What follows belongs to an exercise in optimizing a design on an open flow for small area, a short achievable clock period and few clock cycles per item; a production flow would make more cautious choices. Where RTL was checked, it was by simulation tests only, not by an equivalence proof against the original.

==> build 41: inputs <==
==> flow/design.v <==
module alu_muldiv_seq #(
  parameter int XLEN = 64,
  parameter int OPW  = 3
) (
  input  logic            i_Clk,
  input  logic            i_Rst_n,
  input  logic            i_Valid,
  output logic            o_Ready,
  input  logic [OPW-1:0]  i_Op,
  input  logic [XLEN-1:0] i_Rs1,
  input  logic [XLEN-1:0] i_Rs2,
  input  logic            i_Flush,
  output logic            o_Valid,
  input  logic            i_Ready,
  output logic [XLEN-1:0] o_Result,
  output logic            o_Zero
);
  localparam logic [2:0] S_IDLE = 3'd0, S_PRE1 = 3'd1, S_PRE2 = 3'd2, S_STEP = 3'd3, S_POST = 3'd4;
  logic [2:0]  state;
  logic [2:0]  op_reg;
  logic [65:0] s_reg, c_reg;      
  logic [64:0] x_reg;             
  logic [63:0] l_reg;             
  logic [7:0]  hs_reg, hc_reg;    
  logic        hn_reg;            
  logic [1:0]  lcin_reg;          
  logic        bprev_reg;         
  logic [6:0]  cnt_reg;
  logic [6:0]  lza_reg, lzb_reg;
  logic        aneg_reg, bneg_reg, bzero_reg, mcorr_reg;
  logic [63:0] res_reg;
  logic        valid_reg, ready_reg;
  logic        in_div, a_sgn, b_sgn, a_neg, b_neg;
  logic [63:0] a_mag, b_mag, va, vb;
  logic [6:0]  lza, lzb;
  function automatic logic [6:0] lzc64(input logic [63:0] v);
    lzc64 = 7'd64;
    for (int i = 0; i < 64; i++)
      if (v[i]) lzc64 = 7'(63 - i);
  endfunction
  always_comb begin
    in_div = i_Op[2];
    a_sgn  = in_div ? ~i_Op[0] : (i_Op[1:0] != 2'd3);
    b_sgn  = in_div ? ~i_Op[0] : ~i_Op[1];
    a_neg  = a_sgn & i_Rs1[63];
    b_neg  = b_sgn & i_Rs2[63];
  end
  always_comb begin
    a_mag = aneg_reg ? -x_reg[63:0] : x_reg[63:0];
    b_mag = bneg_reg ? -l_reg : l_reg;
    va    = x_reg[63:0] ^ {64{aneg_reg}};
    vb    = l_reg ^ {64{bneg_reg}};
    lza   = lzc64(va);
    lzb   = lzc64(vb);
  end
  logic [64:0] am;
  logic [73:0] row [6];
  logic [73:0] t1s, t1c, t2s, t2c, t3s, t3c, t4s, t4c;
  logic [65:0] pp [4];
  logic [3:0]  bneg;
  logic [9:0]  lo_sum;
  always_comb begin
    logic [8:0] bb;
    am = x_reg;
    bb = {l_reg[7:0], bprev_reg};
    for (int k = 0; k < 4; k++) begin
      logic b0, b1, b2, one, two, ng;
      logic [65:0] m, r;
      b0  = bb[2*k];
      b1  = bb[2*k+1];
      b2  = bb[2*k+2];
      one = b1 ^ b0;
      two = (b2 & ~b1 & ~b0) | (~b2 & b1 & b0);
      ng  = b2;
      m   = ({66{one}} & {am[64], am}) | ({66{two}} & {am, 1'b0});
      r   = m ^ {66{ng}};
      pp[k]   = {~r[65], r[64:0]};
      bneg[k] = ng;
    end
    row[0] = {1'b0, 1'b1, 1'b0, 1'b1, 1'b0, 1'b1, 1'b0, 1'b1, s_reg};
    row[1] = {8'b0, c_reg};
    row[2] = {8'b0, pp[0]};
    row[3] = {6'b0, pp[1], 1'b0, bneg[0]};
    row[4] = {4'b0, pp[2], 1'b0, bneg[1], 2'b0};
    row[5] = {2'b0, pp[3], 1'b0, bneg[2], 4'b0};
    t1s = row[0] ^ row[1] ^ row[2];
    t1c = ((row[0] & row[1]) | (row[0] & row[2]) | (row[1] & row[2])) << 1;
    t2s = row[3] ^ row[4] ^ row[5];
    t2c = ((row[3] & row[4]) | (row[3] & row[5]) | (row[4] & row[5])) << 1;
    t3s = t1s ^ t1c ^ t2s;
    t3c = ((t1s & t1c) | (t1s & t2s) | (t1c & t2s)) << 1;
    t4s = t3s ^ t3c ^ t2c;
    t4c = ((t3s & t3c) | (t3s & t2c) | (t3c & t2c)) << 1;
    lo_sum = {2'b0, hs_reg} + {2'b0, hc_reg} + {3'b0, hn_reg, 6'b0} + {8'b0, lcin_reg};
  end
  logic [65:0] ddiff;
  logic        dge;
  always_comb begin
    ddiff = {2'b0, s_reg[63:0]} - {1'b0, x_reg};
    dge   = ~ddiff[65];
  end
  logic signed [8:0] dsh;
  logic [64:0] bal;
  always_comb begin
    dsh = $signed({2'b0, lzb_reg}) - $signed({2'b0, lza_reg}) + $signed({8'b0, aneg_reg});
    bal = {1'b0, c_reg[63:0]} << dsh[6:0];
  end
  logic [71:0] fa, fb, fc, fs, fcy;
  logic [72:0] fsum;
  logic [63:0] dv, dres, post_res;
  logic        dinv, dinc, fc1, fc2;
  always_comb begin
    fc1  = lcin_reg[0] | lcin_reg[1];    
    fc2  = lcin_reg[1];
    fa   = {s_reg[63:0], hs_reg};
    fb   = {c_reg[63:0], hc_reg};
    fc   = {(mcorr_reg ? x_reg[63:0] : 64'b0), 1'b0, hn_reg, 6'b0};
    fs   = fa ^ fb ^ fc;
    fcy  = {((fa[70:0] & fb[70:0]) | (fa[70:0] & fc[70:0]) | (fb[70:0] & fc[70:0])), fc1};
    fsum = {fs, 1'b1} + {fcy, fc2};
    dv   = op_reg[1] ? s_reg[63:0] : l_reg;
    dinv = op_reg[1] ? aneg_reg : (bzero_reg | (aneg_reg ^ bneg_reg));
    dinc = op_reg[1] ? aneg_reg : (~bzero_reg & (aneg_reg ^ bneg_reg));
    dres = (dv ^ {64{dinv}}) + {63'b0, dinc};
    if (op_reg[2])
      post_res = dres;
    else if (op_reg[1:0] == 2'd0)
      post_res = {fsum[8:1], l_reg[63:8]};
    else
      post_res = fsum[72:9];
  end
  logic accept, handoff, post_fire;
  assign accept    = i_Valid & ready_reg & ~i_Flush;
  assign handoff   = valid_reg & i_Ready & ~i_Flush;
  assign post_fire = (state == S_POST) & (~valid_reg | handoff) & ~i_Flush;
  logic [2:0] state_n;
  logic       valid_n;
  always_comb begin
    state_n = state;
    valid_n = valid_reg;
    if (handoff) valid_n = 1'b0;
    if (post_fire) begin
      valid_n = 1'b1;
      state_n = S_IDLE;
    end
    case (state)
      S_PRE1: state_n = S_PRE2;
      S_PRE2: state_n = (bzero_reg | dsh[8]) ? S_POST : S_STEP;
      S_STEP: if (cnt_reg == 7'd0) state_n = S_POST;
      default: ;
    endcase
    if (accept) state_n = i_Op[2] ? S_PRE1 : S_STEP;
    if (i_Flush) begin
      state_n = S_IDLE;
      valid_n = 1'b0;
    end
  end
  always_ff @(posedge i_Clk) begin
    if (!i_Rst_n) begin
      state     <= S_IDLE;
      valid_reg <= 1'b0;
      ready_reg <= 1'b1;
    end else begin
      state     <= state_n;
      valid_reg <= valid_n;
      ready_reg <= (state_n == S_IDLE) | ((state_n == S_POST) & ~valid_n);
    end
  end
  always_ff @(posedge i_Clk) begin
    if (post_fire) res_reg <= post_res;
    if (accept) begin
      op_reg    <= i_Op;
      aneg_reg  <= a_neg;
      bneg_reg  <= b_neg;
      mcorr_reg <= ~in_div & ~b_sgn & i_Rs2[63];
      s_reg     <= {2'b10, 64'b0};
      c_reg     <= 66'b0;
      x_reg     <= {a_sgn & i_Rs1[63], i_Rs1};
      l_reg     <= i_Rs2;
      hs_reg    <= 8'b0;
      hc_reg    <= 8'b0;
      lcin_reg  <= 2'b0;
      hn_reg    <= 1'b0;
      bprev_reg <= 1'b0;
      cnt_reg   <= 7'd7;
    end else if (state == S_PRE1) begin
      s_reg     <= {2'b0, a_mag};
      c_reg     <= {2'b0, b_mag};
      lza_reg   <= lza;
      lzb_reg   <= lzb;
      bzero_reg <= (l_reg == 64'b0);
    end else if (state == S_PRE2) begin
      x_reg   <= bal;
      l_reg   <= 64'b0;
      cnt_reg <= dsh[6:0];
    end else if (state == S_STEP) begin
      cnt_reg <= cnt_reg - 7'd1;
      if (op_reg[2]) begin
        if (dge) s_reg[63:0] <= ddiff[63:0];
        l_reg <= {l_reg[62:0], dge};
        x_reg <= {1'b0, x_reg[64:1]};
      end else begin
        s_reg     <= t4s[73:8];
        c_reg     <= t4c[73:8];
        hs_reg    <= t4s[7:0];
        hc_reg    <= t4c[7:0];
        hn_reg    <= bneg[3];
        lcin_reg  <= lo_sum[9:8];
        bprev_reg <= l_reg[7];
        l_reg     <= {lo_sum[7:0], l_reg[63:8]};
      end
    end
  end
  assign o_Ready  = ready_reg;
  assign o_Valid  = valid_reg;
  assign o_Result = res_reg;
  assign o_Zero   = (res_reg == 64'b0);
endmodule
==> flow/run.sh <==
#!/bin/bash
# synth_recipe.tcl (not shown) runs the flow's synth.tcl, then flattens the netlist and writes it again
# the make line also repeats each setting of config.mk as NAME=value (left out here)
make -C /OpenROAD-flow-scripts/flow DESIGN_CONFIG=/design/flow/config.mk WORK_HOME=/design/flow/orfs CLKGATE_MAP_FILE= SYNTH_SCRIPT=/design/flow/synth_recipe.tcl finish
==> flow/config.mk <==
export PLATFORM = sky130hd
export DESIGN_NAME = alu_muldiv_seq
export DESIGN_NICKNAME = alu_muldiv_seq
export VERILOG_FILES = /design/flow/design.v
export SDC_FILE = /design/flow/constraint.sdc
export NUM_CORES = 4
export LEC_CHECK = 0
export CAP_MARGIN = 20
export CORE_MARGIN = 2
export CORE_UTILIZATION = 40
export SETUP_SLACK_MARGIN = 3.5
export SLEW_MARGIN = 20
==> flow/constraint.sdc <==
create_clock -name core_clock -period 8.0 [get_ports {i_Clk}]
set_input_delay 1.6000 -clock core_clock [delete_from_list [all_inputs] [get_ports {i_Clk}]]
set_output_delay 1.6000 -clock core_clock [all_outputs]
set_load 0.01 [all_outputs]
==> trial 62 (differences from build 41) <==
--- a/flow/design.v
+++ b/flow/design.v
@@ -100,8 +100,8 @@
     dge   = ~ddiff[65];
   end
-  logic signed [8:0] dsh;
+  logic [8:0] dsh;
   logic [64:0] bal;
   always_comb begin
-    dsh = $signed({2'b0, lzb_reg}) - $signed({2'b0, lza_reg}) + $signed({8'b0, aneg_reg});
+    dsh = {2'b0, lzb_reg} - {2'b0, lza_reg} + {8'b0, aneg_reg};
     bal = {1'b0, c_reg[63:0]} << dsh[6:0];
   end
- SETUP_SLACK_MARGIN: 3.5 -> 2
==> qor summary <==
Outcome: trial 62 timing/DRC/antenna clean; build 41 finished with violations
Reasons for failing layout checks: trial 62 -; build 41 antenna rules
Post-place setup slack: trial 62 1.62 ns; build 41 1.82 ns
Max-Slew Margin vs Limit: trial 62 18.3%; build 41 19.2%
Maximum number of pins on one net before global-route repair: trial 62 128; build 41 131
Logic depth of the worst path, buffers included: trial 62 18; build 41 21
End of the worst register-to-register path: trial 62 res_reg[55]$_DFFE_PP_; build 41 res_reg[48]$_DFFE_PP_
Final Core Density: trial 62 44.5%; build 41 48.2%
Area growth from synthesis to layout: trial 62 10.6%; build 41 19.8%
Number of detailed-routing iterations run before antenna repair: trial 62 7; build 41 9
Final worst slack: trial 62 2.25 ns; build 41 3.16 ns
Via count of the first global-routing pass: trial 62 47474; build 41 49100
Number of setup buffers added after CTS: trial 62 1; build 41 128
Critical Path End: trial 62 res_reg[55]$_DFFE_PP_; build 41 res_reg[48]$_DFFE_PP_
Total wire length: trial 62 232 mm; build 41 246 mm
Multi-input gate share of total cell area: trial 62 66.8%; build 41 64.9%
Testbench counts of trial 62, summed over its fixed seeds: cycles 25,228, items 2,400.
The RTL of build 41 was laid out without a check of its function.

static timing again, ports no longer ideal:
The flow's constraints put no driver on any port. The routed layouts listed below were extracted and timed again, unchanged, in two steps.
Step 1 sets driving cells, clkbuf_16 on the clock port and buf_2 on the other inputs (assumed; they add their load-dependent delay and slew).
Step 2 also shifts input and output timing later by t, the mid clock arrival at the registers, as if the neighbouring blocks saw the same clock.
Slacks: no drivers / after step 1 / after step 2; pairs: no drivers / after step 1.
run | t, ns | setup WS [ns] | pins driven straight from the clock port
build 41 | 0.744 | 3.164 / 3.164 / 3.164 | 1
trial 62 | 0.743 | 2.249 / 2.249 / 2.249 | 1
